Source: an optimization exercise on an open RTL-to-GDS flow (aim: a short achievable clock period and few clock cycles). Production flows keep margins and buffers that such runs may drop.
Function was checked by simulation only, so behaviour that the tests miss may differ from the original.
Power figures rest on the tool's default switching activity, not on a simulated workload.

$ cat flow/design.v
`timescale 1ns/1ps
package rv_pkg;
	localparam int xlen = 32;
	typedef logic [4:0] reg_addr_t;
	typedef logic [xlen-1:0] word_t;
	typedef enum logic [2:0] {
		alu_add,
		alu_sub,
		alu_and,
		alu_or,
		alu_xor,
		alu_slt
	} alu_op_t;
	localparam logic [6:0] opc_op     = 7'b0110011;
	localparam logic [6:0] opc_op_imm = 7'b0010011;
	localparam logic [6:0] opc_load   = 7'b0000011;
	localparam logic [6:0] opc_store  = 7'b0100011;
	localparam logic [6:0] opc_branch = 7'b1100011;
	localparam logic [6:0] opc_jal    = 7'b1101111;
	typedef union packed {
		struct packed {
			logic [6:0] funct7;
			reg_addr_t  rs2;
			reg_addr_t  rs1;
			logic [2:0] funct3;
			reg_addr_t  rd;
			logic [6:0] opcode;
		} r_view;
		struct packed {
			logic [11:0] imm;
			reg_addr_t   rs1;
			logic [2:0]  funct3;
			reg_addr_t   rd;
			logic [6:0]  opcode;
		} i_view;
	} rv_instr_t;
	localparam rv_instr_t nop_instr = 32'h0000_0013;
endpackage
`timescale 1ns/1ps
module fetch_unit #(
	parameter rv_pkg::word_t reset_pc = '0
) (
	input  logic              clock,
	input  logic              reset,
	input  rv_pkg::word_t     imem_data,
	output rv_pkg::word_t     imem_addr,
	input  logic              hz_redirect,
	input  rv_pkg::word_t     hz_redirect_pc,
	input  logic              hz_stall_front,
	input  logic              hz_flush_front,
	input  logic              hz_stall_all,
	output rv_pkg::rv_instr_t if_instr,
	output rv_pkg::word_t     if_pc
);
	rv_pkg::word_t     pc;
	rv_pkg::rv_instr_t fetched;
	assign imem_addr = pc;
	assign fetched   = imem_data;
	always_ff @(posedge clock or negedge reset) begin
		if (!reset) begin
			pc <= reset_pc;
		end else if (!hz_stall_all) begin
			if (hz_redirect) begin
				pc <= hz_redirect_pc;
			end else if (!hz_stall_front) begin
				pc <= pc + 32'd4;
			end
		end
	end
	always_ff @(posedge clock or negedge reset) begin
		if (!reset) begin
			if_instr <= rv_pkg::nop_instr;
		end else if (!hz_stall_all) begin
			if (hz_flush_front) begin
				if_instr <= rv_pkg::nop_instr;
			end else if (!hz_stall_front) begin
				if_instr <= fetched;
			end
		end
	end
	always_ff @(posedge clock) begin
		if (!hz_stall_all && !hz_stall_front) begin
			if_pc <= pc;
		end
	end
endmodule
`timescale 1ns/1ps
module register_file (
	input  logic              clock,
	input  logic              reset,
	input  rv_pkg::reg_addr_t rs1,
	input  rv_pkg::reg_addr_t rs2,
	input  rv_pkg::reg_addr_t wb_rd,
	input  logic              wb_regwrite,
	input  rv_pkg::word_t     wb_data,
	output rv_pkg::word_t     rs1_val,
	output rv_pkg::word_t     rs2_val
);
	rv_pkg::word_t regs [1:31];
	always_comb begin
		if (rs1 == '0) begin
			rs1_val = '0;
		end else if (wb_regwrite && wb_rd == rs1) begin
			rs1_val = wb_data;
		end else begin
			rs1_val = regs[rs1];
		end
		if (rs2 == '0) begin
			rs2_val = '0;
		end else if (wb_regwrite && wb_rd == rs2) begin
			rs2_val = wb_data;
		end else begin
			rs2_val = regs[rs2];
		end
	end
	always_ff @(posedge clock or negedge reset) begin
		if (!reset) begin
			for (int i = 1; i < 32; i++) begin
				regs[i] <= '0;
			end
		end else if (wb_regwrite && wb_rd != '0) begin
			regs[wb_rd] <= wb_data;
		end
	end
endmodule
`timescale 1ns/1ps
module decode_unit (
	input  logic              clock,
	input  logic              reset,
	input  rv_pkg::rv_instr_t if_instr,
	input  rv_pkg::word_t     if_pc,
	input  rv_pkg::reg_addr_t wb_rd,
	input  logic              wb_regwrite,
	input  rv_pkg::word_t     wb_data,
	output rv_pkg::reg_addr_t hz_id_rs1,
	output rv_pkg::reg_addr_t hz_id_rs2,
	input  logic              hz_bubble_ex,
	input  logic              hz_flush_front,
	input  logic              hz_stall_all,
	output rv_pkg::word_t     ex_pc,
	output rv_pkg::word_t     ex_rs1_val,
	output rv_pkg::word_t     ex_rs2_val,
	output rv_pkg::word_t     ex_imm,
	output rv_pkg::reg_addr_t ex_rs1,
	output rv_pkg::reg_addr_t ex_rs2,
	output rv_pkg::reg_addr_t ex_rd,
	output rv_pkg::alu_op_t   ex_alu_op,
	output logic              ex_alu_imm,
	output logic              ex_load,
	output logic              ex_store,
	output logic              ex_branch,
	output logic              ex_jump,
	output logic              ex_regwrite
);
	rv_pkg::rv_instr_t  instr;
	logic [6:0] opcode;
	rv_pkg::word_t      rs1_val;
	rv_pkg::word_t      rs2_val;
	rv_pkg::word_t      imm;
	rv_pkg::alu_op_t    alu_op;
	logic       alu_imm;
	logic       load;
	logic       store;
	logic       branch;
	logic       jump;
	logic       regwrite;
	logic       uses_rs1;
	logic       uses_rs2;
	register_file register_file_i (
		.clock   (clock),
		.reset   (reset),
		.rs1     (if_instr.r_view.rs1),
		.rs2     (if_instr.r_view.rs2),
		.wb_rd       (wb_rd),
		.wb_regwrite (wb_regwrite),
		.wb_data     (wb_data),
		.rs1_val (rs1_val),
		.rs2_val (rs2_val)
	);
	assign uses_rs1 = (if_instr.r_view.opcode != rv_pkg::opc_jal);
	assign uses_rs2 = (if_instr.r_view.opcode == rv_pkg::opc_op) ||
		(if_instr.r_view.opcode == rv_pkg::opc_store) || (if_instr.r_view.opcode == rv_pkg::opc_branch);
	assign hz_id_rs1 = uses_rs1 ? if_instr.r_view.rs1 : '0;
	assign hz_id_rs2 = uses_rs2 ? if_instr.r_view.rs2 : '0;
	assign instr  = (hz_bubble_ex || hz_flush_front) ? rv_pkg::nop_instr : if_instr;
	assign opcode = instr.i_view.opcode;
	always_comb begin
		alu_op   = rv_pkg::alu_add;
		alu_imm  = 1'b0;
		load     = 1'b0;
		store    = 1'b0;
		branch   = 1'b0;
		jump     = 1'b0;
		regwrite = 1'b0;
		imm      = {{20{instr.i_view.imm[11]}}, instr.i_view.imm};
		case (opcode)
			rv_pkg::opc_op: begin
				regwrite = 1'b1;
				case (instr.r_view.funct3)
					3'b000: alu_op = instr.r_view.funct7[5] ? rv_pkg::alu_sub : rv_pkg::alu_add;
					3'b010: alu_op = rv_pkg::alu_slt;
					3'b100: alu_op = rv_pkg::alu_xor;
					3'b110: alu_op = rv_pkg::alu_or;
					3'b111: alu_op = rv_pkg::alu_and;
					default: alu_op = rv_pkg::alu_add;
				endcase
			end
			rv_pkg::opc_op_imm: begin
				alu_imm  = 1'b1;
				regwrite = 1'b1;
			end
			rv_pkg::opc_load: begin
				alu_imm  = 1'b1;
				load     = 1'b1;
				regwrite = 1'b1;
			end
			rv_pkg::opc_store: begin
				alu_imm = 1'b1;
				store   = 1'b1;
				imm     = {{20{instr.r_view.funct7[6]}}, instr.r_view.funct7, instr.r_view.rd};
			end
			rv_pkg::opc_branch: begin
				branch = (instr.r_view.funct3 == 3'b000);
				imm    = {{20{instr.r_view.funct7[6]}}, instr.r_view.rd[0],
					instr.r_view.funct7[5:0], instr.r_view.rd[4:1], 1'b0};
			end
			rv_pkg::opc_jal: begin
				jump     = 1'b1;
				regwrite = 1'b1;
				imm      = {{12{instr.r_view.funct7[6]}}, instr.r_view.rs1, instr.r_view.funct3,
					instr.r_view.rs2[0], instr.r_view.funct7[5:0], instr.r_view.rs2[4:1], 1'b0};
			end
			default: begin
				regwrite = 1'b0;
			end
		endcase
		if (instr.r_view.rd == '0) begin
			regwrite = 1'b0;
		end
	end
	always_ff @(posedge clock or negedge reset) begin
		if (!reset) begin
			ex_alu_imm  <= 1'b0;
			ex_load     <= 1'b0;
			ex_store    <= 1'b0;
			ex_branch   <= 1'b0;
			ex_jump     <= 1'b0;
			ex_regwrite <= 1'b0;
		end else if (!hz_stall_all) begin
			ex_alu_imm  <= alu_imm;
			ex_load     <= load;
			ex_store    <= store;
			ex_branch   <= branch;
			ex_jump     <= jump;
			ex_regwrite <= regwrite;
		end
	end
	always_ff @(posedge clock) begin
		if (!hz_stall_all) begin
			ex_pc      <= if_pc;
			ex_rs1_val <= rs1_val;
			ex_rs2_val <= rs2_val;
			ex_imm     <= imm;
			ex_rs1     <= hz_id_rs1;
			ex_rs2     <= hz_id_rs2;
			ex_rd      <= instr.r_view.rd;
			ex_alu_op  <= alu_op;
		end
	end
endmodule
`timescale 1ns/1ps
module execute_unit (
	input  logic              clock,
	input  logic              reset,
	input  rv_pkg::word_t     ex_pc,
	input  rv_pkg::word_t     ex_rs1_val,
	input  rv_pkg::word_t     ex_rs2_val,
	input  rv_pkg::word_t     ex_imm,
	input  rv_pkg::reg_addr_t ex_rs1,
	input  rv_pkg::reg_addr_t ex_rs2,
	input  rv_pkg::reg_addr_t ex_rd,
	input  rv_pkg::alu_op_t   ex_alu_op,
	input  logic              ex_alu_imm,
	input  logic              ex_load,
	input  logic              ex_store,
	input  logic              ex_branch,
	input  logic              ex_jump,
	input  logic              ex_regwrite,
	input  rv_pkg::reg_addr_t fw_mem_rd,
	input  logic              fw_mem_regwrite,
	input  rv_pkg::word_t     fw_mem_result,
	input  rv_pkg::reg_addr_t fw_wb_rd,
	input  logic              fw_wb_regwrite,
	input  rv_pkg::word_t     fw_wb_data,
	output logic              hz_ex_load,
	output rv_pkg::reg_addr_t hz_ex_rd,
	output logic              hz_redirect,
	output rv_pkg::word_t     hz_redirect_pc,
	input  logic              hz_stall_all,
	output rv_pkg::word_t     mem_alu_out,
	output rv_pkg::word_t     mem_store_data,
	output rv_pkg::reg_addr_t mem_rd,
	output logic              mem_load,
	output logic              mem_store,
	output logic              mem_regwrite
);
	rv_pkg::word_t op_a;
	rv_pkg::word_t rs2_fwd;
	rv_pkg::word_t op_b;
	rv_pkg::word_t alu_out;
	rv_pkg::word_t result;
	logic  taken;
	always_comb begin
		if (ex_rs1 != '0 && fw_mem_regwrite && fw_mem_rd == ex_rs1) begin
			op_a = fw_mem_result;
		end else if (ex_rs1 != '0 && fw_wb_regwrite && fw_wb_rd == ex_rs1) begin
			op_a = fw_wb_data;
		end else begin
			op_a = ex_rs1_val;
		end
		if (ex_rs2 != '0 && fw_mem_regwrite && fw_mem_rd == ex_rs2) begin
			rs2_fwd = fw_mem_result;
		end else if (ex_rs2 != '0 && fw_wb_regwrite && fw_wb_rd == ex_rs2) begin
			rs2_fwd = fw_wb_data;
		end else begin
			rs2_fwd = ex_rs2_val;
		end
	end
	assign op_b = ex_alu_imm ? ex_imm : rs2_fwd;
	always_comb begin
		case (ex_alu_op)
			rv_pkg::alu_sub: alu_out = op_a - op_b;
			rv_pkg::alu_and: alu_out = op_a & op_b;
			rv_pkg::alu_or:  alu_out = op_a | op_b;
			rv_pkg::alu_xor: alu_out = op_a ^ op_b;
			rv_pkg::alu_slt: alu_out = rv_pkg::word_t'($signed(op_a) < $signed(op_b));
			default: alu_out = op_a + op_b;
		endcase
	end
	assign result = ex_jump ? ex_pc + 32'd4 : alu_out;
	assign taken  = ex_branch && (op_a == rs2_fwd);
	assign hz_redirect    = taken || ex_jump;
	assign hz_redirect_pc = ex_pc + ex_imm;
	assign hz_ex_load     = ex_load;
	assign hz_ex_rd       = ex_rd;
	always_ff @(posedge clock or negedge reset) begin
		if (!reset) begin
			mem_load     <= 1'b0;
			mem_store    <= 1'b0;
			mem_regwrite <= 1'b0;
		end else if (!hz_stall_all) begin
			mem_load     <= ex_load;
			mem_store    <= ex_store;
			mem_regwrite <= ex_regwrite;
		end
	end
	always_ff @(posedge clock) begin
		if (!hz_stall_all) begin
			mem_alu_out    <= result;
			mem_store_data <= rs2_fwd;
			mem_rd         <= ex_rd;
		end
	end
endmodule
`timescale 1ns/1ps
module memory_stage (
	input  logic              clock,
	input  logic              reset,
	input  rv_pkg::word_t     mem_alu_out,
	input  rv_pkg::word_t     mem_store_data,
	input  rv_pkg::reg_addr_t mem_rd,
	input  logic              mem_load,
	input  logic              mem_store,
	input  logic              mem_regwrite,
	output logic              wb_cyc,
	output logic              wb_stb,
	output logic              wb_we,
	output rv_pkg::word_t     wb_adr,
	output rv_pkg::word_t     wb_dat_w,
	input  rv_pkg::word_t     wb_dat_r,
	input  logic              wb_ack,
	output rv_pkg::reg_addr_t fw_mem_rd,
	output logic              fw_mem_regwrite,
	output rv_pkg::word_t     fw_mem_result,
	output rv_pkg::reg_addr_t fw_wb_rd,
	output logic              fw_wb_regwrite,
	output rv_pkg::word_t     fw_wb_data,
	output logic              hz_mem_busy,
	input  logic              hz_stall_all
);
	logic  access;
	logic  ack_q;
	logic  wb_load_q;
	rv_pkg::word_t wb_alu_q;
	rv_pkg::word_t wb_mem_q;
	assign access = mem_load || mem_store;
	assign wb_cyc   = access && !ack_q;
	assign wb_stb   = wb_cyc;
	assign wb_we    = mem_store && wb_cyc;
	assign wb_adr   = mem_alu_out;
	assign wb_dat_w = mem_store_data;
	assign hz_mem_busy = access && !(wb_stb && wb_ack);
	always_ff @(posedge clock or negedge reset) begin
		if (!reset) begin
			ack_q <= 1'b0;
		end else begin
			ack_q <= wb_stb && wb_ack;
		end
	end
	assign fw_mem_rd       = mem_rd;
	assign fw_mem_regwrite = mem_regwrite;
	assign fw_mem_result   = mem_alu_out;
	always_ff @(posedge clock or negedge reset) begin
		if (!reset) begin
			fw_wb_regwrite <= 1'b0;
			wb_load_q      <= 1'b0;
		end else if (!hz_stall_all) begin
			fw_wb_regwrite <= mem_regwrite;
			wb_load_q      <= mem_load;
		end
	end
	always_ff @(posedge clock) begin
		if (!hz_stall_all) begin
			fw_wb_rd <= mem_rd;
			wb_alu_q <= mem_alu_out;
			wb_mem_q <= wb_dat_r;
		end
	end
	assign fw_wb_data = wb_load_q ? wb_mem_q : wb_alu_q;
endmodule
`timescale 1ns/1ps
module hazard_unit (
	input  logic              clock,
	input  logic              reset,
	input  rv_pkg::reg_addr_t hz_id_rs1,
	input  rv_pkg::reg_addr_t hz_id_rs2,
	input  logic              hz_ex_load,
	input  rv_pkg::reg_addr_t hz_ex_rd,
	input  logic              hz_redirect,
	input  logic              hz_mem_busy,
	output logic              hz_stall_front,
	output logic              hz_bubble_ex,
	output logic              hz_flush_front,
	output logic              hz_stall_all
);
	logic load_use;
	logic flush_q;
	assign load_use = hz_ex_load && hz_ex_rd != '0 &&
		(hz_ex_rd == hz_id_rs1 || hz_ex_rd == hz_id_rs2);
	assign hz_stall_all   = hz_mem_busy;
	assign hz_flush_front = hz_redirect;
	assign hz_stall_front = load_use && !hz_redirect;
	assign hz_bubble_ex   = hz_stall_front || flush_q;
	always_ff @(posedge clock or negedge reset) begin
		if (!reset) begin
			flush_q <= 1'b0;
		end else if (!hz_stall_all) begin
			flush_q <= hz_flush_front;
		end
	end
endmodule
`timescale 1ns/1ps
module cpu_top #(
	parameter rv_pkg::word_t reset_pc = '0
) (
	input  logic          clock,
	input  logic          reset,
	output rv_pkg::word_t imem_addr,
	input  rv_pkg::word_t imem_data,
	output logic          wb_cyc,
	output logic          wb_stb,
	output logic          wb_we,
	output rv_pkg::word_t wb_adr,
	output rv_pkg::word_t wb_dat_w,
	input  rv_pkg::word_t wb_dat_r,
	input  logic          wb_ack
);
	rv_pkg::rv_instr_t if_instr;
	rv_pkg::word_t     if_pc;
	rv_pkg::word_t     ex_pc;
	rv_pkg::word_t     ex_rs1_val;
	rv_pkg::word_t     ex_rs2_val;
	rv_pkg::word_t     ex_imm;
	rv_pkg::reg_addr_t ex_rs1;
	rv_pkg::reg_addr_t ex_rs2;
	rv_pkg::reg_addr_t ex_rd;
	rv_pkg::alu_op_t   ex_alu_op;
	logic      ex_alu_imm;
	logic      ex_load;
	logic      ex_store;
	logic      ex_branch;
	logic      ex_jump;
	logic      ex_regwrite;
	rv_pkg::word_t     mem_alu_out;
	rv_pkg::word_t     mem_store_data;
	rv_pkg::reg_addr_t mem_rd;
	logic      mem_load;
	logic      mem_store;
	logic      mem_regwrite;
	rv_pkg::reg_addr_t fw_mem_rd;
	logic      fw_mem_regwrite;
	rv_pkg::word_t     fw_mem_result;
	rv_pkg::reg_addr_t fw_wb_rd;
	logic      fw_wb_regwrite;
	rv_pkg::word_t     fw_wb_data;
	rv_pkg::reg_addr_t hz_id_rs1;
	rv_pkg::reg_addr_t hz_id_rs2;
	logic      hz_ex_load;
	rv_pkg::reg_addr_t hz_ex_rd;
	logic      hz_redirect;
	rv_pkg::word_t     hz_redirect_pc;
	logic      hz_mem_busy;
	logic      hz_stall_front;
	logic      hz_bubble_ex;
	logic      hz_flush_front;
	logic      hz_stall_all;
	fetch_unit #(
		.reset_pc (reset_pc)
	) fetch_unit_i (
		.clock, .reset, .imem_data, .imem_addr, .hz_redirect, .hz_redirect_pc,
		.hz_stall_front, .hz_flush_front, .hz_stall_all, .if_instr, .if_pc
	);
	decode_unit decode_unit_i (
		.clock, .reset, .if_instr, .if_pc,
		.wb_rd (fw_wb_rd), .wb_regwrite (fw_wb_regwrite), .wb_data (fw_wb_data),
		.hz_id_rs1, .hz_id_rs2, .hz_bubble_ex, .hz_flush_front, .hz_stall_all,
		.ex_pc, .ex_rs1_val, .ex_rs2_val, .ex_imm, .ex_rs1, .ex_rs2, .ex_rd, .ex_alu_op,
		.ex_alu_imm, .ex_load, .ex_store, .ex_branch, .ex_jump, .ex_regwrite
	);
	execute_unit execute_unit_i (
		.clock, .reset, .ex_pc, .ex_rs1_val, .ex_rs2_val, .ex_imm, .ex_rs1, .ex_rs2, .ex_rd,
		.ex_alu_op, .ex_alu_imm, .ex_load, .ex_store, .ex_branch, .ex_jump, .ex_regwrite,
		.fw_mem_rd, .fw_mem_regwrite, .fw_mem_result, .fw_wb_rd, .fw_wb_regwrite, .fw_wb_data,
		.hz_ex_load, .hz_ex_rd, .hz_redirect, .hz_redirect_pc, .hz_stall_all,
		.mem_alu_out, .mem_store_data, .mem_rd, .mem_load, .mem_store, .mem_regwrite
	);
	memory_stage memory_stage_i (
		.clock, .reset, .mem_alu_out, .mem_store_data, .mem_rd, .mem_load, .mem_store,
		.mem_regwrite, .wb_cyc, .wb_stb, .wb_we, .wb_adr, .wb_dat_w, .wb_dat_r, .wb_ack,
		.fw_mem_rd, .fw_mem_regwrite, .fw_mem_result, .fw_wb_rd, .fw_wb_regwrite, .fw_wb_data,
		.hz_mem_busy, .hz_stall_all
	);
	hazard_unit hazard_unit_i (
		.clock, .reset, .hz_id_rs1, .hz_id_rs2, .hz_ex_load, .hz_ex_rd, .hz_redirect,
		.hz_mem_busy, .hz_stall_front, .hz_bubble_ex, .hz_flush_front, .hz_stall_all
	);
endmodule
$ cat flow/run.sh
#!/bin/bash
# synth_recipe.tcl (not shown) runs the flow's synth.tcl, then flattens the netlist and writes it again
# the make line also repeats each setting of config.mk as NAME=value (left out here)
make -C /OpenROAD-flow-scripts/flow DESIGN_CONFIG=/design/flow/config.mk WORK_HOME=/design/flow/orfs CLKGATE_MAP_FILE= SYNTH_SCRIPT=/design/flow/synth_recipe.tcl finish
$ cat flow/config.mk
export PLATFORM = sky130hd
export DESIGN_NAME = cpu_top
export DESIGN_NICKNAME = cpu_top
export VERILOG_FILES = /design/flow/design.v
export SDC_FILE = /design/flow/constraint.sdc
export NUM_CORES = 4
export LEC_CHECK = 0
export CAP_MARGIN = 20
export CORE_MARGIN = 2
export CORE_UTILIZATION = 35
export GPL_ROUTABILITY_DRIVEN = 1
export PLACE_DENSITY = 0.42
export SLEW_MARGIN = 20
$ cat flow/constraint.sdc
create_clock -name core_clock -period 7.0 [get_ports {clock}]
set_input_delay 1.4000 -clock core_clock [delete_from_list [all_inputs] [get_ports {clock}]]
set_output_delay 1.4000 -clock core_clock [all_outputs]
set_load 0.01 [all_outputs]
==> results.txt <==
-- cell families after synthesis --
kind of cell / after synthesis / synth area share (%)
buffers and inverters: 812 / 4.36
AOI/OAI and AO/OA: 2792 / 25.4
and+or+nand+nor: 2299 / 14.1
DFF: 1374 / 50.2
adders and majority gates: 132 / 2.34
muxes: 116 / 1.76
xor gates and xnor gates: 141 / 1.73
-- report_power, final --
| part | internal (mW) | switching (mW) | total (mW) | leakage [nW] |
|---|---|---|---|---|
| Sequential | 11.4 | 3.17 | 14.5 | 18.0 |
| Combinational | 5.22 | 10.9 | 16.2 | 13.5 |
| Clock | 5.48 | 3.78 | 9.26 | 2.86 |
| Total | 22.1 | 17.9 | 40.0 | 34.3 |
-- path summary, 6_finish.rpt --
check	slack (ns)	to	cells past startpoint	startpoint
setup / recovery	0.64	execute_unit_i.mem_alu_out[31]$_DFFE_PN_	19	decode_unit_i.ex_rs1[3]$_DFFE_PN_
hold / removal	0.41	decode_unit_i.ex_pc[23]$_DFFE_PN_	0	fetch_unit_i.if_pc[23]$_DFFE_PP_
setup reg to reg	0.64	execute_unit_i.mem_alu_out[31]$_DFFE_PN_	19	decode_unit_i.ex_rs1[3]$_DFFE_PN_
hold reg to reg	0.41	decode_unit_i.ex_pc[23]$_DFFE_PN_	0	fetch_unit_i.if_pc[23]$_DFFE_PP_
max in group asynchronous	4.84	decode_unit_i.register_file_i.regs[2][28]$_DFFE_PN0P_	3	reset
min in group asynchronous	0.63	decode_unit_i.register_file_i.regs[24][26]$_DFFE_PN0P_	1	reset
-- layout by cell type, fill, tap and decap left out, drive strengths merged, types with 36 or more instances in the layout --
cell type and count:
buf 263, clkinv 44, xor2 48, dfrtp 1066
nand2 689, o22ai 36, nand4 170, edfxtp 305
a22oi 506, clkbuf 235, a22o 203, mux2 66
a21oi 826, xnor2 93, inv 142, nor4 53
nor2 893, clkdlybuf4s50 164, a221oi 203, nand3 181
a222oi 65, mux2i 50, a21o 42, ha 129
nor3 154, o21ai 638
-- flip-flops by register name (all words and copies together), names as in the netlist, 21 cells and up --
signal,count
decode_unit_i.ex_imm,21
decode_unit_i.ex_pc,32
fetch_unit_i.if_instr,32
execute_unit_i.mem_alu_out,32
decode_unit_i.ex_rs1_val,32
execute_unit_i.mem_store_data,32
memory_stage_i.wb_mem_q,32
decode_unit_i.register_file_i.regs,992
fetch_unit_i.pc,32
fetch_unit_i.if_pc,32
decode_unit_i.ex_rs2_val,32
memory_stage_i.wb_alu_q,32
-- worst max-delay path, delay by kind of cell, from the launching register on --
kind,cells,cell delay [ns]
compound gates,8,2.60
fa+ha+maj,1,0.33
buf+inv,3,0.60
flops,1,0.45
mux,1,0.15
simple gates,6,1.99
-- metrics by stage --
stage | utilization (%) | instances | power (mW)
floorplan | - | 7666 | 22.5
global placement | 38.2 | 10088 | 30.1
global route | 41.1 | 10397 | 41.7
CTS | 41.1 | 10393 | 39.6
finish | 41.1 | 10404 | 40.0
detailed placement | 38.2 | 10090 | 30.2
-- area by class of cell --
cell class	count	area (um2)
Clock inverter	69	833
Multi-Input combinational cell	5480	33600
Inverter	138	526
Antenna cell	9	22.5
Tap cell	2672	3340
Sequential cell	1374	35900
Fill cell	19840	119000
Timing Repair Buffer	428	4110
Clock buffer	234	4920
-- routing by layer --
| metal | vias to the layer above | wire length (um) | track usage (%) |
|---|---|---|---|
| met2 | 4332 | 161000 | 51.9 |
| met3 | 986 | 38700 | 8.84 |
| met5 | - | 46 | 0 |
| met4 | 6 | 21400 | 17.7 |
| li1 | 28262 | - | - |
| met1 | 34269 | 168000 | 51.9 |
==> flow_metrics.py <==
metrics = {
    "outcome": {
        "status": "complete, no violations",
    },
    "worst_setup_path": {
        "max_stage_delay_ns": 0.66,
        "cp-start-kind": "flop",
        "cp-end-kind": "flop",
        "cp.arrival_ns": 6.95,
        "slowest_stage": "or4_1",
        "path_class": "reg2reg",
        "path_cells": "or4_1, o211ai_2, buf_4, nor2_1, buf_4, o21ai_0, o21ai_0, ha_1, buf_4, or3_1, or3_1, a31o_2, a41oi_1, a31o_2, o2111a_1, o2111ai_1, mux2i_1, nor4_1, and3b_1",
        "cpMostUsedCell": "buf_4",
        "crit_fanout": 20,
        "required_ns": 7.59,
    },
    "clock_network": {
        "hold_buffers": 0,
        "tritoncts": "done",
        "htreeDepth": 4,
        "clk_latency_ns": 0.84,
        "ctsResizeCount": 0,
        "cts_buffer_depth": 3,
        "clk_root_buffer_cell": "clkbuf_16",
        "cts_buffers": 164,
        "postCtsSetupRepairBufs": 0,
        "clkSlewWorstSetupHoldPaths_ns": 0.07,
        "clock-sinks": 1374,
    },
    "synthesis": {
        "synth_edf_count": 305,
        "synthTopCellsByArea": "dfrtp_1, edfxtp_1, a21oi_1, a22oi_1, nor2_1",
        "ys_types": 92,
        "synth_flop_cell": "dfrtp_1",
        "yosys_warnings": 7,
        "synth_top_area_share_pct": 37.3,
        "yosys-top-cells-count": "dfrtp_1, nor2_1, a21oi_1",
        "async_reset_ff_share_pct": 77.8,
        "synth.most_common_cell": "dfrtp_1",
        "seq_area_frac_synth_pct": 50.2,
        "avgSynthCellArea_um2": 9.32,
        "syn_area_mm2": 0.0715,
        "synth_top_cell_by_area": "dfrtp_1",
        "synth_seq_cells": 1374,
        "synth.net_count": 7865,
        "synthCells": 7666,
    },
    "job": {
        "max-cap-violations": 0,
    },
    "timing": {
        "fmax_mhz": 157,
        "hold_violations": 0,
        "drv_slew": 0,
        "period_share_pct": 90.9,
        "tns_ns": 0,
        "max_slew_margin_pct": 17.2,
        "worst_pin_slew_ns": 1.24,
        "hold_slack_ns": 0.411,
        "setup_viol": 0,
        "layout_min_cycle_time_ns": 6.36,
        "rsz0062_at_grt": "false",
        "clock_skew_ns": 0.0377,
        "fin_ws_ns": 0.637,
    },
    "floorplan": {
        "die_w_um": 456,
        "ioPinCount": 166,
        "dieArea_mm2": 0.208,
        "core-area_mm2": 0.203,
        "num_rows": 165,
        "start_util_pct": 35.3,
        "fp.dieH_um": 456,
    },
    "placed_design": {
        "place_area_mm2": 0.0774,
        "hpwl_mm": 242,
        "gp_congestion": 0.927,
        "pre_cts_slack_ns": 0.749,
        "numPortBuffers": 165,
    },
    "power_and_ir_drop": {
        "ir_worst_vdd_v": 0.000325,
        "leakagePower_nw": 34.3,
        "p_per_area_mw_per_mm2": 480,
    },
    "layout": {
        "area_growth_pct": 16.5,
        "drive_gt1_share_pct": 10.3,
        "design_area_mm2": 0.0833,
        "nNetsFinal": 7785,
    },
    "drt": {
        "vias": 67855,
        "wl_mm": 389,
        "drtPass1Iterations": 10,
        "viasPerCell": 6.52,
        "wl_per_cell_um": 37.4,
        "remaining_drc_errors": 0,
        "ant_nets": 0,
        "dr.first_iter.drc_count": 9967,
    },
    "hold_path": {
        "hold_path_class": "reg2reg",
    },
    "global_routing": {
        "grt_antenna_before_repair": 24,
        "first_global_vias": 64133,
        "gr-total-overflow": 0,
        "grt.total_usage_pct": 36.6,
        "grt_first_pass_wirelength_mm": 536,
        "grt_max_degree": 138,
    },
}
Testbench counts, summed over its fixed seeds: cycles 7,373.

static timing again, ports no longer ideal:
In the flow no input, the clock included, has a driving cell. The finished layout below was timed again as built, in two steps. Step 1 (the two cells are an assumption about what drives the block):
set clk [get_ports {clock}]
set_driving_cell -lib_cell sky130_fd_sc_hd__clkbuf_16 $clk
set_driving_cell -lib_cell sky130_fd_sc_hd__buf_2 [delete_from_list [all_inputs] $clk]
Step 2 times the ports against the registers' clock, not the clock port: input delays grow and output delays shrink by t, the midpoint of the rising clock arrivals with the driver on. Slacks: ideal ports / drivers / drivers and shift; pairs: ideal ports / drivers.
t (ns): 0.917
setup WS [ns]: 0.637 / 0.637 / 0.637
worst setup path after step 2: register to register
After both steps setup and hold are still met in this run. The setup slack of this run moves by 0.000 ns with the drivers and by 0.000 ns with both steps.
